What follows belongs to an exercise in optimizing a design on an open flow for small area and a short achievable clock period; a production flow would make more cautious choices.
Only simulation tests tie the RTL to the original design; equivalence was not proved.
Power is estimated from default activity; no workload was simulated. The clock port is modelled as an ideal driver; clocking choices that lean on that would not hold on a real chip.

## dcache_top
module dcache_top (
	input  logic        clk,
	input  logic        rst,
	input  logic [31:0] cpu_addr,
	input  logic [3:0]  cpu_byte_en,
	input  logic        cpu_read,
	input  logic        cpu_write,
	input  logic [31:0] cpu_wr_data,
	output logic [31:0] cpu_rd_data,
	output logic        cpu_stall,
	output logic [31:0] mem_addr,
	output logic        mem_addr_valid,
	output logic        mem_we,
	output logic [31:0] mem_wr_data,
	output logic        mem_wr_valid,
	output logic        mem_wr_last,
	input  logic        mem_addr_ready,
	input  logic        mem_rd_valid,
	input  logic [31:0] mem_rd_data,
	input  logic        mem_wr_ready,
	input  logic        mem_wr_done
);
Size in the first run: roughly 3,000 cells after synthesis, ~1,300 flip-flops, ~50,000 µm² of cells after synthesis.
Settings: LEC_CHECK=0, CAP_MARGIN=20, CORE_MARGIN=2, CORE_UTILIZATION=70, PLACE_DENSITY=0.8, SETUP_SLACK_MARGIN=2.0, SLEW_MARGIN=20, SYNTH_HIERARCHICAL=1, SYNTH_MINIMUM_KEEP_SIZE=0, TNS_END_PERCENT=100, BUFFER_PORTS_ARGS=-buffer_cell sky130_fd_sc_hd__buf_2, CTS_ARGS=-sink_clustering_enable -repair_clock_nets -dont_use_dummy_load -sink_clustering_size 30 -sink_clustering_max_diameter 80 -buf_list {sky130_fd_sc_hd__clkbuf_8 sky130_fd_sc_hd__clkbuf_16}; clock period 6.5 ns.
standard.sh (not shown) runs the stock make flow with config.mk's settings and CLKGATE_MAP_FILE= SYNTH_SCRIPT=/design/flow/synth_recipe.tcl, a recipe that flattens the netlist after the stock synthesis.
==> flow/flow/run.sh <==
#!/bin/bash
# The standard layout with two changes to how it is made:
#  - ports get plain buffers (buf_2) instead of the resizer's default pick, a delay cell;
#  - the clock tree uses clkbuf_8/clkbuf_16, clusters of up to 30 sinks within 80 um,
#    and no dummy loads.
# Synthesis, floorplan, power grid, placement, repair and routing are the standard flow's.
# make's full output goes to flow_make.log here; ORFS keeps each step's log under orfs/logs.
set -euo pipefail
cat >> config.mk <<'EOC'
export BUFFER_PORTS_ARGS = -buffer_cell sky130_fd_sc_hd__buf_2
export CTS_ARGS = -sink_clustering_enable -repair_clock_nets -dont_use_dummy_load -sink_clustering_size 30 -sink_clustering_max_diameter 80 -buf_list {sky130_fd_sc_hd__clkbuf_8 sky130_fd_sc_hd__clkbuf_16}
EOC
bash standard.sh > flow_make.log 2>&1
==> next run, changes <==
--- a/flow/flow/run.sh
+++ b/flow/flow/run.sh
@@ -4 +4 @@
-#  - the clock tree uses clkbuf_8/clkbuf_16, clusters of up to 30 sinks within 80 um,
+#  - the clock tree uses clkbuf_4/clkbuf_8, clusters of up to 12 sinks within 50 um,
@@ -11 +11 @@
-export CTS_ARGS = -sink_clustering_enable -repair_clock_nets -dont_use_dummy_load -sink_clustering_size 30 -sink_clustering_max_diameter 80 -buf_list {sky130_fd_sc_hd__clkbuf_8 sky130_fd_sc_hd__clkbuf_16}
+export CTS_ARGS = -sink_clustering_enable -repair_clock_nets -dont_use_dummy_load -sink_clustering_size 12 -sink_clustering_max_diameter 50 -buf_list {sky130_fd_sc_hd__clkbuf_4 sky130_fd_sc_hd__clkbuf_8}
--- a/flow/config.mk
+++ b/flow/config.mk
@@ -18 +18 @@
-export CTS_ARGS = -sink_clustering_enable -repair_clock_nets -dont_use_dummy_load -sink_clustering_size 30 -sink_clustering_max_diameter 80 -buf_list {sky130_fd_sc_hd__clkbuf_8 sky130_fd_sc_hd__clkbuf_16}
+export CTS_ARGS = -sink_clustering_enable -repair_clock_nets -dont_use_dummy_load -sink_clustering_size 12 -sink_clustering_max_diameter 50 -buf_list {sky130_fd_sc_hd__clkbuf_4 sky130_fd_sc_hd__clkbuf_8}
The new run completed with no timing, DRC or antenna violations.
Core utilization increases by 2.0 points.
Via count goes up by 5.0%.
Wire length increases by 7.2%.
Die area is unchanged.


## main
dcache_top, a different RTL version from the one above (not shown whole).
For scale: about 3100 cells after synthesis, ~210 I/O pins, about 0.052 mm^2 of cells after synthesis.
==> flow/design.v (excerpt) <==
module dcache_top (
	input  logic        clk,
	input  logic        rst,
	input  logic [31:0] cpu_addr,
	input  logic [3:0]  cpu_byte_en,
	input  logic        cpu_read,
	input  logic        cpu_write,
	input  logic [31:0] cpu_wr_data,
	output logic [31:0] cpu_rd_data,
	output logic        cpu_stall,
	output logic [31:0] mem_addr,
	output logic        mem_addr_valid,
	output logic        mem_we,
	output logic [31:0] mem_wr_data,
	output logic        mem_wr_valid,
	output logic        mem_wr_last,
	input  logic        mem_addr_ready,
	input  logic        mem_rd_valid,
	input  logic [31:0] mem_rd_data,
	input  logic        mem_wr_ready,
	input  logic        mem_wr_done
);
clock: 6.5 ns
lec_check: 0
cap_margin: 20
core_margin: 2
core_utilization: 60
place_density: 0.75
setup_slack_margin: 2.2
slew_margin: 20
synth_hierarchical: 1
synth_minimum_keep_size: 0
tns_end_percent: 100
buffer_ports_args: -buffer_cell sky130_fd_sc_hd__buf_4
cts_args: -sink_clustering_enable -repair_clock_nets -dont_use_dummy_load -buf_list {sky130_fd_sc_hd__clkbuf_4 sky130_fd_sc_hd__clkbuf_8}
==> flow/flow/run.sh <==
#!/bin/bash
# The standard layout with two changes to how it is made:
#  - ports get plain buffers (buf_4) instead of the resizer's default pick, a delay cell;
#  - the clock tree uses clkbuf_4/clkbuf_8 and no dummy loads.
# Synthesis, floorplan, power grid, placement, repair and routing are the standard flow's.
# make's full output goes to flow_make.log here; ORFS keeps each step's log under orfs/logs.
set -euo pipefail
cat >> config.mk <<'EOC'
export BUFFER_PORTS_ARGS = -buffer_cell sky130_fd_sc_hd__buf_4
export CTS_ARGS = -sink_clustering_enable -repair_clock_nets -dont_use_dummy_load -buf_list {sky130_fd_sc_hd__clkbuf_4 sky130_fd_sc_hd__clkbuf_8}
EOC
bash standard.sh > flow_make.log 2>&1
main: PASS, flow complete, no timing, DRC or antenna violations
Relative to main, the following input files were edited for the feature branch:
Settings: CTS_ARGS now -sink_clustering_enable -repair_clock_nets -dont_use_dummy_load -sink_clustering_size 15 -sink_clustering_max_diameter 60 -buf_list {sky130_fd_sc_hd__clkbuf_4 sky130_fd_sc_hd__clkbuf_8}, was -sink_clustering_enable -repair_clock_nets -dont_use_dummy_load -buf_list {sky130_fd_sc_hd__clkbuf_4 sky130_fd_sc_hd__clkbuf_8}; BUFFER_PORTS_ARGS now -buffer_cell sky130_fd_sc_hd__buf_2, was -buffer_cell sky130_fd_sc_hd__buf_4; PLACE_DENSITY now 0.8, was 0.75; CORE_UTILIZATION now 70, was 60.
==> flow/flow/run.sh <==
#!/bin/bash
# The standard layout with two changes to how it is made:
#  - ports get plain buffers (buf_2) instead of the resizer's default pick, a delay cell;
#  - the clock tree uses clkbuf_4/clkbuf_8, clusters of up to 15 sinks within 60 um,
#    and no dummy loads.
# Synthesis, floorplan, power grid, placement, repair and routing are the standard flow's.
# make's full output goes to flow_make.log here; ORFS keeps each step's log under orfs/logs.
set -euo pipefail
cat >> config.mk <<'EOC'
export BUFFER_PORTS_ARGS = -buffer_cell sky130_fd_sc_hd__buf_2
export CTS_ARGS = -sink_clustering_enable -repair_clock_nets -dont_use_dummy_load -sink_clustering_size 15 -sink_clustering_max_diameter 60 -buf_list {sky130_fd_sc_hd__clkbuf_4 sky130_fd_sc_hd__clkbuf_8}
EOC
bash standard.sh > flow_make.log 2>&1
[summary]
Changes observed in the feature branch relative to main: instance area at placement went down by 1.4%; worst hold slack saw an increase; power now smaller. Sort the feature branch and main by area growth from synthesis to layout, ascending, and the feature branch comes first. Maximum frequency improves in the feature branch relative to main. The feature branch against main; die area is down by more than 10%. The xor/xnor share of the synthesized area of main and that of the feature branch are within noise of each other. Taking main as the reference, in the feature branch post-route worst setup slack picked up an extra 0.060 ns; clock period minus final worst setup slack saw a decrease.

## what the ideal ports hide
Ports are ideal in the flow. The routed layouts listed here were re-timed in OpenROAD.
Step 1 sets driving cells, clkbuf_16 on the clock port and buf_2 on the other inputs (assumed; they add their load-dependent delay and slew).
Step 2 times the ports against the registers' clock, not the clock port: input delays grow and output delays shrink by t, the midpoint of the rising clock arrivals with the driver on.
a / b / c = ideal ports / drivers / drivers and shift; a / b = the first two.
| run | t, ns | slack for setup (ns) | hold slack, ns | latest minus earliest clock arrival (ns) | cell pins on the clock port's net |
|---|---|---|---|---|---|
| the first run of note 1 | 0.707 | 1.925 / 1.767 / 1.258 | 0.482 / 0.482 / 0.482 | 0.048 / 0.048 | 1 |
| the second run of note 1 | 0.828 | 1.595 / 1.421 / 1.064 | 0.481 / 0.440 / 0.487 | 0.068 / 0.068 | 1 |
| main | 0.907 | 1.936 / 1.798 / 1.798 | 0.324 / 0.355 / 0.481 | 0.087 / 0.087 | 1 |
| the feature branch | 0.786 | 1.996 / 1.852 / 1.574 | 0.488 / 0.488 / 0.488 | 0.086 / 0.086 | 1 |
After both steps every run listed still meets setup and hold. For the first run of note 1, which loses most, drivers alone change the setup slack by -0.158 ns; drivers and shift together by -0.667 ns.
